What follows belongs to an exercise in optimizing a design on an open flow for a short achievable clock period and few clock cycles; a production flow would make more cautious choices.
The RTL was checked by simulation tests, not by an equivalence proof against the original design.

== lane 1 ==
==> module alu, before the edit <==
module alu
(
  input  logic        sub_i,    
  input  logic        and_i,
  input  logic        or_i,
  input  logic        slt_i,
  input  logic [31:0] a_i,
  input  logic [31:0] b_i,
  output logic [31:0] y_o
);
  logic [31:0] sum;
  logic        lt;
  always_comb begin
    sum = a_i + (sub_i ? ~b_i : b_i) + {31'd0, sub_i};
    lt  = a_i[31] ^ b_i[31] ? a_i[31] : sum[31];
    y_o = and_i ? a_i & b_i :
          or_i  ? a_i | b_i :
          slt_i ? {31'd0, lt} : sum;
  end
endmodule
==> module mc_processor, before the edit <==
module mc_processor
#(
  parameter logic [31:0] RESET_ADDR         = 32'h0000_0000,
  parameter bit          ZERO_REGS_ON_RESET = 1'b1
) (
  input  logic        clk,
  input  logic        reset,
  output logic [31:0] inst_addr,
  output logic        inst_req,
  input  logic [31:0] instr,
  input  logic        inst_ready,
  output logic [31:0] data_addr,
  output logic [31:0] data_in,
  output logic        mem_read,
  output logic        mem_write,
  input  logic [31:0] data_out,
  input  logic        mem_ready,
  output logic        retire,
  output logic        halted
);
  logic [31:0] pc_q;
  logic        halted_q;
  logic        x_v, x_ill, x_cbr, x_lw, x_sw, x_we;
  logic        x_sub, x_and, x_or, x_slt;
  logic        x_fa, x_fb, x_fs;
  logic [4:0]  x_dest;
  logic [31:0] x_a, x_b, x_s, x_tgt;
  logic        w_v, w_ill, w_rd, w_wr, w_we;
  logic [4:0]  w_dest;
  logic [31:0] w_res, w_sd;
  logic        d_legal, d_j, d_beq, d_lw, d_sw, d_imm, d_urs, d_urt, d_we;
  logic        d_sub, d_and, d_or, d_slt;
  logic [4:0]  d_dest, rs, rt;
  logic [31:0] rf_a, rf_b, wb_data, byp_a, byp_b, sext, pc4, btgt, jtgt;
  logic [30:0] bsum;
  logic        adv, mp, stop, f_ok, ld_use, issue, d_ubr, w_wen;
  mc_control u_dec (
    .instr_i(instr), .legal_o(d_legal), .j_o(d_j), .beq_o(d_beq), .lw_o(d_lw), .sw_o(d_sw),
    .imm_o(d_imm), .use_rs_o(d_urs), .use_rt_o(d_urt), .we_o(d_we), .dest_o(d_dest),
    .sub_o(d_sub), .and_o(d_and), .or_o(d_or), .slt_o(d_slt)
  );
  assign rs = instr[25:21];
  assign rt = instr[20:16];
  reg_file #(.ZERO_ON_RESET(ZERO_REGS_ON_RESET)) u_rf (
    .clk(clk), .reset(reset), .ra_i(rs), .rb_i(rt),
    .wa_i(w_dest), .wd_i(wb_data), .we_i(w_wen), .rda_o(rf_a), .rdb_o(rf_b)
  );
  logic [31:0] xa, xb, xs, alu_y;
  assign xa = x_fa ? w_res : x_a;
  assign xb = x_fb ? w_res : x_b;
  assign xs = x_fs ? w_res : x_s;
  alu u_alu (.sub_i(x_sub), .and_i(x_and), .or_i(x_or), .slt_i(x_slt), .a_i(xa), .b_i(xb), .y_o(alu_y));
  always_comb begin
    adv     = !((w_rd || w_wr) && !mem_ready);
    mp      = x_v && x_cbr && xa == xb;
    stop    = halted_q || (x_v && x_ill) || w_ill;
    f_ok    = inst_ready && !stop;
    ld_use  = x_v && x_lw && x_we && ((d_urs && rs == x_dest) || (d_urt && rt == x_dest));
    issue   = f_ok && !mp && !ld_use;
    d_ubr   = d_beq && rs == rt;
    w_wen   = w_we && adv;
    wb_data = w_rd ? data_out : w_res;
    byp_a   = w_we && rs == w_dest ? wb_data : rf_a;
    byp_b   = w_we && rt == w_dest ? wb_data : rf_b;
    sext    = {{16{instr[15]}}, instr[15:0]};
    pc4     = pc_q + 32'd4;
    bsum    = {pc_q[31:2], 1'b1} + {sext[29:0], 1'b1};
    btgt    = {bsum[30:1], 2'b00};
    jtgt    = {pc4[31:28], instr[25:0], 2'b00};
  end
  always_ff @(posedge clk)
    if (reset) begin
      pc_q     <= RESET_ADDR;
      halted_q <= 1'b0;
      x_v      <= 1'b0;
      x_ill    <= 1'b0;
      w_v      <= 1'b0;
      w_ill    <= 1'b0;
      w_rd     <= 1'b0;
      w_wr     <= 1'b0;
      w_we     <= 1'b0;
    end else if (adv) begin
      if (mp)             pc_q <= x_tgt;
      else if (issue)     pc_q <= d_j ? jtgt : d_ubr ? btgt : pc4;
      x_v   <= issue;
      x_ill <= !d_legal;
      w_v   <= x_v;
      w_ill <= x_v && x_ill;
      w_rd  <= x_v && x_lw;
      w_wr  <= x_v && x_sw;
      w_we  <= x_v && x_we;
      if (x_v && x_ill) halted_q <= 1'b1;
    end
  always_ff @(posedge clk)
    if (adv) begin
      x_cbr  <= d_beq && !d_ubr;
      x_lw   <= d_lw;
      x_sw   <= d_sw;
      x_we   <= d_we;
      x_dest <= d_dest;
      x_sub  <= d_sub;
      x_and  <= d_and;
      x_or   <= d_or;
      x_slt  <= d_slt;
      x_fa   <= x_v && x_we && rs == x_dest;
      x_fb   <= !d_imm && x_v && x_we && rt == x_dest;
      x_fs   <= x_v && x_we && rt == x_dest;
      x_a    <= byp_a;
      x_b    <= d_imm ? sext : byp_b;
      x_s    <= byp_b;
      x_tgt  <= btgt;
      w_dest <= x_dest;
      w_res  <= alu_y;
      w_sd   <= xs;
    end
  always_comb begin
    inst_addr = pc_q;
    inst_req  = !halted_q;
    data_addr = w_res;
    data_in   = w_sd;
    mem_read  = w_rd;
    mem_write = w_wr;
    retire    = w_v && !w_ill && adv;
    halted    = halted_q;
  end
endmodule
clock: 6.0 ns
lec_check: 0
abc_clock_period_in_ps: 2500
cap_margin: 20
core_margin: 2
core_utilization: 40
setup_slack_margin: 3.0
slew_margin: 20
run.sh (not shown) runs the stock make flow with config.mk's settings and CLKGATE_MAP_FILE= SYNTH_SCRIPT=/design/flow/synth_recipe.tcl, a recipe that flattens the netlist after the stock synthesis.
Testbench counts of lane 1, summed over its fixed seeds: cycles 26,819.
Edits applied to the flow inputs when going from lane 1 to lane 2:
diff --git a/flow/design.v b/flow/design.v
--- a/flow/design.v
+++ b/flow/design.v
@@ -12,11 +12,13 @@
   input  logic [31:0] b_i,
   output logic [31:0] y_o
 );
+  logic [32:0] s33;
   logic [31:0] sum;
   logic        lt;
   always_comb begin
-    sum = a_i + (sub_i ? ~b_i : b_i) + {31'd0, sub_i};
-    lt  = a_i[31] ^ b_i[31] ? a_i[31] : sum[31];
+    s33 = {a_i, 1'b1} + {b_i, sub_i};
+    sum = s33[32:1];
+    lt  = a_i[31] == b_i[31] ? a_i[31] : sum[31];
     y_o = and_i ? a_i & b_i :
           or_i  ? a_i | b_i :
           slt_i ? {31'd0, lt} : sum;
@@ -117,7 +119,7 @@
   logic        halted_q;
   logic        x_v, x_ill, x_cbr, x_lw, x_sw, x_we;
   logic        x_sub, x_and, x_or, x_slt;
-  logic        x_fa, x_fb, x_fs;
+  logic        fa, fb, ld_use;
   logic [4:0]  x_dest;
   logic [31:0] x_a, x_b, x_s, x_tgt;
   logic        w_v, w_ill, w_rd, w_wr, w_we;
@@ -128,7 +130,7 @@
   logic [4:0]  d_dest, rs, rt;
   logic [31:0] rf_a, rf_b, wb_data, byp_a, byp_b, sext, pc4, btgt, jtgt;
   logic [30:0] bsum;
-  logic        adv, mp, stop, f_ok, ld_use, issue, d_ubr, w_wen;
+  logic        adv, mp, stop, f_ok, issue, d_ubr, w_wen;
   mc_control u_dec (
     .instr_i(instr), .legal_o(d_legal), .j_o(d_j), .beq_o(d_beq), .lw_o(d_lw), .sw_o(d_sw),
     .imm_o(d_imm), .use_rs_o(d_urs), .use_rt_o(d_urt), .we_o(d_we), .dest_o(d_dest),
@@ -140,18 +142,17 @@
     .clk(clk), .reset(reset), .ra_i(rs), .rb_i(rt),
     .wa_i(w_dest), .wd_i(wb_data), .we_i(w_wen), .rda_o(rf_a), .rdb_o(rf_b)
   );
-  logic [31:0] xa, xb, xs, alu_y;
-  assign xa = x_fa ? w_res : x_a;
-  assign xb = x_fb ? w_res : x_b;
-  assign xs = x_fs ? w_res : x_s;
-  alu u_alu (.sub_i(x_sub), .and_i(x_and), .or_i(x_or), .slt_i(x_slt), .a_i(xa), .b_i(xb), .y_o(alu_y));
+  logic [31:0] alu_y;
+  alu u_alu (.sub_i(x_sub), .and_i(x_and), .or_i(x_or), .slt_i(x_slt), .a_i(x_a), .b_i(x_b), .y_o(alu_y));
   always_comb begin
     adv     = !((w_rd || w_wr) && !mem_ready);
-    mp      = x_v && x_cbr && xa == xb;
+    mp      = x_v && x_cbr && x_a == x_b;
     stop    = halted_q || (x_v && x_ill) || w_ill;
     f_ok    = inst_ready && !stop;
     ld_use  = x_v && x_lw && x_we && ((d_urs && rs == x_dest) || (d_urt && rt == x_dest));
     issue   = f_ok && !mp && !ld_use;
+    fa      = x_v && x_we && rs == x_dest;
+    fb      = x_v && x_we && rt == x_dest;
     d_ubr   = d_beq && rs == rt;
     w_wen   = w_we && adv;
     wb_data = w_rd ? data_out : w_res;
@@ -197,16 +198,13 @@
       x_and  <= d_and;
       x_or   <= d_or;
       x_slt  <= d_slt;
-      x_fa   <= x_v && x_we && rs == x_dest;
-      x_fb   <= !d_imm && x_v && x_we && rt == x_dest;
-      x_fs   <= x_v && x_we && rt == x_dest;
-      x_a    <= byp_a;
-      x_b    <= d_imm ? sext : byp_b;
-      x_s    <= byp_b;
+      x_a    <= fa ? alu_y : byp_a;
+      x_b    <= d_imm ? sext : fb ? alu_y ^ {32{d_sub}} : byp_b ^ {32{d_sub}};
+      x_s    <= fb ? alu_y : byp_b;
       x_tgt  <= btgt;
       w_dest <= x_dest;
       w_res  <= alu_y;
-      w_sd   <= xs;
+      w_sd   <= x_s;
     end
   always_comb begin
     inst_addr = pc_q;
Findings:
Looking only at finished layout cell area, and setting everything else aside, the lower value of lane 1 and lane 2 goes to lane 1. Result: PASS for each of lane 1 and lane 2. Looking at timing startpoint of the critical path, the instr[19] result is from lane 2; the x_fa one comes from lane 1. The lower total met2 wirelength after detailed routing of lane 1 and lane 2 is in lane 1. Comparing detailed-routing iteration count for the pre-antenna-repair pass for lane 1 and lane 2, the smaller number came from lane 2. Of lane 1 and lane 2, lane 2 shows the lower mux cell area share after synthesis, with lane 1 above it. | complex-gate fraction of the synthesized area | lane 2 vs lane 1 | ≈ equal |. Taking lane 2 as 1.0, lane 1 lands at 0.909 on non-clock inverter instance count of the final layout.
Testbench counts of lane 2, summed over its fixed seeds: cycles 26,819.

==> re-timing with driven ports <==
In the flow no input, the clock included, has a driving cell. The finished layouts below were timed again as built, in two steps.
Step 1 assumes that a clkbuf_16 drives the clock port and a buf_2 every other input.
Step 2 times the ports against the registers' clock, not the clock port: input delays grow and output delays shrink by t, the midpoint of the rising clock arrivals with the driver on.
Slacks: no drivers / after step 1 / after step 2; pairs: no drivers / after step 1.
run	t (ns)	slack for setup (ns)	clock arrival spread, ns	worst register clock-pin slew, ns	worst slew at a driven data input, ns
lane 1	0.897	2.320 / 2.320 / 1.798	0.039 / 0.039	0.07 / 0.07	0.14
lane 2	0.923	2.525 / 2.355 / 1.432	0.073 / 0.074	0.07 / 0.07	0.30
After both steps setup and hold are still met in every run listed. The setup slack of lane 2, which loses most, moves by -0.170 ns with the drivers and by -1.093 ns with both steps.
